This is an optimization exercise on Yosys and OpenROAD, whose aim is small area, not a production implementation. In this exercise RTL edits were held to simulation tests only and were not proved equivalent to the original.

== v35 ==
==> flow/design.v <==
module axi4_lite_regfile_slave #(
  parameter int ADDRESS    = 32,
  parameter int DATA_WIDTH = 32,
  parameter int NUM_REGS   = 32
) (
  input  logic                    ACLK,
  input  logic                    ARESETN,
  input  logic [ADDRESS-1:0]      S_AWADDR,
  input  logic                    S_AWVALID,
  output logic                    S_AWREADY,
  input  logic [DATA_WIDTH-1:0]   S_WDATA,
  input  logic [DATA_WIDTH/8-1:0] S_WSTRB,
  input  logic                    S_WVALID,
  output logic                    S_WREADY,
  output logic [1:0]              S_BRESP,
  output logic                    S_BVALID,
  input  logic                    S_BREADY,
  input  logic [ADDRESS-1:0]      S_ARADDR,
  input  logic                    S_ARVALID,
  output logic                    S_ARREADY,
  output logic [DATA_WIDTH-1:0]   S_RDATA,
  output logic [1:0]              S_RRESP,
  output logic                    S_RVALID,
  input  logic                    S_RREADY
);
  localparam int SW    = DATA_WIDTH / 8;
  localparam int OFS   = $clog2(SW);
  localparam int IDX_W = (NUM_REGS > 1) ? $clog2(NUM_REGS) : 1;
  localparam logic [ADDRESS-1:0] NREGS_A = ADDRESS'(NUM_REGS);
  logic st_wa, st_wr, st_rr;           
  logic aw_held, w_held, last_wr;
  logic idle;
  logic                  ok_q;         
  logic [DATA_WIDTH-1:0] wd_q;
  logic [SW-1:0]         ws_q;
  logic wr_req, grant_wr, grant_rd, aw_hs, w_hs, do_wr;
  logic [ADDRESS-1:0] aw_word, ar_word;
  logic aw_ok, ar_ok;
  assign idle     = ~st_wa & ~st_wr & ~st_rr;
  assign wr_req   = S_AWVALID | S_WVALID;
  assign grant_wr = wr_req & (~S_ARVALID | ~last_wr);
  assign grant_rd = S_ARVALID & ~grant_wr;
  assign aw_hs    = st_wa & ~aw_held & S_AWVALID;
  assign w_hs     = st_wa & ~w_held & S_WVALID;
  assign do_wr    = st_wa & (aw_held | S_AWVALID) & (w_held | S_WVALID);
  assign aw_word = S_AWADDR >> OFS;
  assign ar_word = S_ARADDR >> OFS;
  assign aw_ok   = aw_word < NREGS_A;
  assign ar_ok   = ar_word < NREGS_A;
  always_ff @(posedge ACLK or negedge ARESETN) begin
    if (!ARESETN) begin
      st_wa   <= 1'b0;
      st_wr   <= 1'b0;
      st_rr   <= 1'b0;
      aw_held <= 1'b0;
      w_held  <= 1'b0;
      last_wr <= 1'b0;
    end else begin
      if (idle) begin
        if (grant_wr) begin
          st_wa   <= 1'b1;
          last_wr <= 1'b1;
        end else if (grant_rd) begin
          st_rr   <= 1'b1;
          last_wr <= 1'b0;
        end
      end
      if (st_wa) begin
        if (do_wr) begin
          st_wa   <= 1'b0;
          st_wr   <= 1'b1;
          aw_held <= 1'b0;
          w_held  <= 1'b0;
        end else begin
          if (aw_hs) aw_held <= 1'b1;
          if (w_hs)  w_held  <= 1'b1;
        end
      end
      if (st_wr && S_BREADY) st_wr <= 1'b0;
      if (st_rr && S_RREADY) st_rr <= 1'b0;
    end
  end
  always_ff @(posedge ACLK) begin
    if (idle) begin
      ok_q  <= ar_ok;
    end else if (st_wa && !aw_held) begin
      ok_q  <= aw_ok;
    end
    if (st_wa && !w_held) begin
      wd_q <= S_WDATA;
      ws_q <= S_WSTRB;
    end
  end
  localparam int LO_W = 2;
  localparam int HI_W = IDX_W - LO_W;
  logic [IDX_W-1:0]      rot, ld_idx, ld_pos;
  logic [2**LO_W-1:0]    pa_q;
  logic [2**HI_W-1:0]    pb_q;
  logic [NUM_REGS-1:0]   dec;
  logic                  ld, ld_ok, prev_wr, window;
  always_ff @(posedge ACLK) rot <= rot + 1'b1;
  assign ld     = idle | (st_wa & ~aw_held);
  assign ld_idx = idle ? ar_word[IDX_W-1:0] : aw_word[IDX_W-1:0];
  assign ld_ok  = idle ? ar_ok : aw_ok;
  assign ld_pos = ld_idx + rot + 1'b1;
  always_ff @(posedge ACLK) begin
    if (ld) begin
      for (int i = 0; i < 2**LO_W; i++) pa_q[i] <= (ld_pos[LO_W-1:0] == LO_W'(i));
      for (int i = 0; i < 2**HI_W; i++) pb_q[i] <= (ld_pos[IDX_W-1:LO_W] == HI_W'(i)) & ld_ok;
    end else begin
      pa_q <= {pa_q[2**LO_W-2:0], pa_q[2**LO_W-1]};
      if (pa_q[2**LO_W-1]) pb_q <= {pb_q[2**HI_W-2:0], pb_q[2**HI_W-1]};
    end
  end
  always_comb
    for (int p = 0; p < NUM_REGS; p++) dec[p] = pa_q[p % 2**LO_W] & pb_q[p / 2**LO_W];
  always_ff @(posedge ACLK or negedge ARESETN)
    if (!ARESETN) prev_wr <= 1'b0;
    else          prev_wr <= st_wr;
  assign window = st_wr | prev_wr;
  logic clr1_n, clr2_n, clear;
  always_ff @(posedge ACLK or negedge ARESETN)
    if (!ARESETN) begin
      clr1_n <= 1'b0;
      clr2_n <= 1'b0;
    end else begin
      clr1_n <= 1'b1;
      clr2_n <= clr1_n;
    end
  assign clear = ~clr1_n | ~clr2_n;
  function automatic logic pol_of(input int p);
    pol_of = (((p + 1) / 2) % 2) == 1;
  endfunction
  logic [NUM_REGS-1:0][DATA_WIDTH-1:0] ring;
  logic [DATA_WIDTH-1:0]               col_d, col_dn;    
  logic [SW-1:0]                       ws_x;
  logic [NUM_REGS-1:0]                 sel, sel_n;
  assign col_d  = clear ? '0 : wd_q;
  assign col_dn = ~col_d;
  assign ws_x   = clear ? '1 : ws_q;
  assign sel    = dec;
  assign sel_n  = ~dec;
  genvar b, p;
  generate
    for (p = 0; p < NUM_REGS; p++) begin : g_pos
      localparam int PP = (p + NUM_REGS - 1) % NUM_REGS;
      localparam logic POL = pol_of(p);
      if (p % 2 == 1) begin : g_ins
        logic ins;
        logic [SW-1:0] lane, lane_n;
        logic [DATA_WIDTH-1:0] d;
        assign ins    = (window & dec[PP]) | clear;
        assign lane   = {SW{ins}} & ws_x;
        assign lane_n = ~lane;
        for (b = 0; b < DATA_WIDTH; b++) begin : g_bit
          axil_ring_ins u_ins (
            .prev(ring[PP][b]), .lane(lane[b/8]), .lane_n(lane_n[b/8]),
            .xn(POL ? col_d[b] : col_dn[b]), .d(d[b])
          );
        end
        always_ff @(posedge ACLK) ring[p] <= d;
      end else begin : g_pass
        always_ff @(posedge ACLK) ring[p] <= ring[PP];
      end
    end
    for (b = 0; b < DATA_WIDTH; b++) begin : g_rd
      logic [NUM_REGS/2-1:0] tq, ts;    
      logic [NUM_REGS/2-1:0] iq, is_n;  
      logic [5:0]            t_n;       
      logic [7:0]            i_h;       
      logic [1:0]            t_h;
      logic [1:0]            o_h;
      for (p = 0; p < NUM_REGS / 4; p++) begin : g_grp
        assign tq[2*p]     = ring[4*p][b];
        assign tq[2*p+1]   = ring[4*p+3][b];
        assign ts[2*p]     = sel[4*p];
        assign ts[2*p+1]   = sel[4*p+3];
        assign iq[2*p]     = ring[4*p+1][b];
        assign iq[2*p+1]   = ring[4*p+2][b];
        assign is_n[2*p]   = sel_n[4*p+1];
        assign is_n[2*p+1] = sel_n[4*p+2];
      end
      for (p = 0; p < 5; p++) begin : g_t3
        axil_aoi222 u (
          .a1(ts[3*p]), .a2(tq[3*p]), .b1(ts[3*p+1]), .b2(tq[3*p+1]),
          .c1(ts[3*p+2]), .c2(tq[3*p+2]), .y(t_n[p])
        );
      end
      axil_nand2 u_t1 (.a(ts[15]), .b(tq[15]), .y(t_n[5]));
      for (p = 0; p < 8; p++) begin : g_i2
        axil_oai22 u (
          .a1(is_n[2*p]), .a2(iq[2*p]), .b1(is_n[2*p+1]), .b2(iq[2*p+1]), .y(i_h[p])
        );
      end
      axil_nand3 u_j0 (.a(t_n[0]), .b(t_n[1]), .c(t_n[2]), .y(t_h[0]));
      axil_nand3 u_j1 (.a(t_n[3]), .b(t_n[4]), .c(t_n[5]), .y(t_h[1]));
      axil_or4   u_j2 (.a(i_h[0]), .b(i_h[1]), .c(i_h[2]), .d(i_h[3]), .y(o_h[0]));
      axil_or4   u_j3 (.a(i_h[4]), .b(i_h[5]), .c(i_h[6]), .d(i_h[7]), .y(o_h[1]));
      axil_or4   u_j4 (.a(o_h[0]), .b(o_h[1]), .c(t_h[0]), .d(t_h[1]), .y(S_RDATA[b]));
    end
  endgenerate
  assign S_AWREADY = st_wa & ~aw_held;
  assign S_WREADY  = st_wa & ~w_held;
  assign S_ARREADY = idle & grant_rd;
  assign S_BVALID  = st_wr;
  assign S_BRESP   = {~ok_q, 1'b0};
  assign S_RVALID  = st_rr;
  assign S_RRESP   = {~ok_q, 1'b0};
endmodule
module axil_ring_ins (
  input  logic prev,
  input  logic lane,
  input  logic lane_n,
  input  logic xn,
  output logic d
);
  assign d = ~((lane_n | xn) & (lane | prev));
endmodule
module axil_aoi222 (
  input  logic a1, a2, b1, b2, c1, c2,
  output logic y
);
  assign y = ~((a1 & a2) | (b1 & b2) | (c1 & c2));
endmodule
module axil_oai22 (
  input  logic a1, a2, b1, b2,
  output logic y
);
  assign y = ~((a1 | a2) & (b1 | b2));
endmodule
module axil_nand2 (
  input  logic a, b,
  output logic y
);
  assign y = ~(a & b);
endmodule
module axil_nand3 (
  input  logic a, b, c,
  output logic y
);
  assign y = ~(a & b & c);
endmodule
module axil_or4 (
  input  logic a, b, c, d,
  output logic y
);
  assign y = a | b | c | d;
endmodule
Settings: LEC_CHECK=0, CAP_MARGIN=20, CORE_MARGIN=2, CORE_UTILIZATION=75, SLEW_MARGIN=20, SYNTH_HIERARCHICAL=1; clock period 5.0 ns.
standard.sh (not shown) runs the stock make flow with config.mk's settings and CLKGATE_MAP_FILE= SYNTH_SCRIPT=/design/flow/synth_recipe.tcl, a recipe that flattens the netlist after the stock synthesis.
==> flow/flow/run.sh <==
#!/bin/bash
# Standard ORFS layout with three changes: port buffers use buf_1 instead of the default
# delay-buffer cell, and CTS clusters more sinks per leaf buffer without dummy loads.
set -euo pipefail
export BUFFER_PORTS_ARGS="-buffer_cell sky130_fd_sc_hd__buf_1"
export CTS_ARGS="-sink_clustering_enable -repair_clock_nets -dont_use_dummy_load -sink_clustering_size 15 -sink_clustering_max_diameter 60 -buf_list sky130_fd_sc_hd__clkbuf_8"
bash standard.sh finish > make.log 2>&1
For v26, these inputs were changed with respect to v35:
==> flow/flow/run.sh <==
#!/bin/bash
# Standard ORFS layout with three changes: port buffers use buf_1 instead of the default
# delay-buffer cell, and CTS clusters more sinks per leaf buffer without dummy loads.
set -euo pipefail
export BUFFER_PORTS_ARGS="-buffer_cell sky130_fd_sc_hd__buf_1"
export CTS_ARGS="-sink_clustering_enable -repair_clock_nets -dont_use_dummy_load -sink_clustering_size 10 -sink_clustering_max_diameter 40 -buf_list sky130_fd_sc_hd__clkbuf_4"
bash standard.sh finish > make.log 2>&1
Results
- | v26 | all stages done | FAIL | setup timing |
- Compared with v35, v26 shows a higher clock buffer count in the final layout.
- v26: average wire length per cell after detail routing lower than v35
- v35 -> v26: number of inserted filler cells in the final layout increased by a few percent
- Changes observed in v26 relative to v35: largest incremental delay on the critical path now smaller, buffer and inverter count on the worst path closely matched the old numbers, residual DRC count about even.

port drivers added, routing unchanged:
No port has a modelled driver above. Below, the same layouts with a new extraction and two added sets of constraints.
Step 1 (the two cells are an assumption about what drives the block):
set clk [get_ports {ACLK}]
set_driving_cell -lib_cell sky130_fd_sc_hd__clkbuf_16 $clk
set_driving_cell -lib_cell sky130_fd_sc_hd__buf_2 [delete_from_list [all_inputs] $clk]
Step 2 moves the port delays by t, midway between the first and last clock arrival at a register: inputs arrive t later, outputs are due t later. That takes back most of the time a late clock gives input paths.
Slacks: ideal / step 1 / step 2; pairs: ideal / step 1.
run | t (ns) | slack for setup (ns) | slew at the worst register clock pin (ns) | pins driven straight from the clock port
v35 | 0.730 | 0.128 / 0.072 / 0.802 | 0.10 / 0.10 | 1
v26 | 0.970 | -0.105 / -0.157 / 0.813 | 0.11 / 0.11 | 1
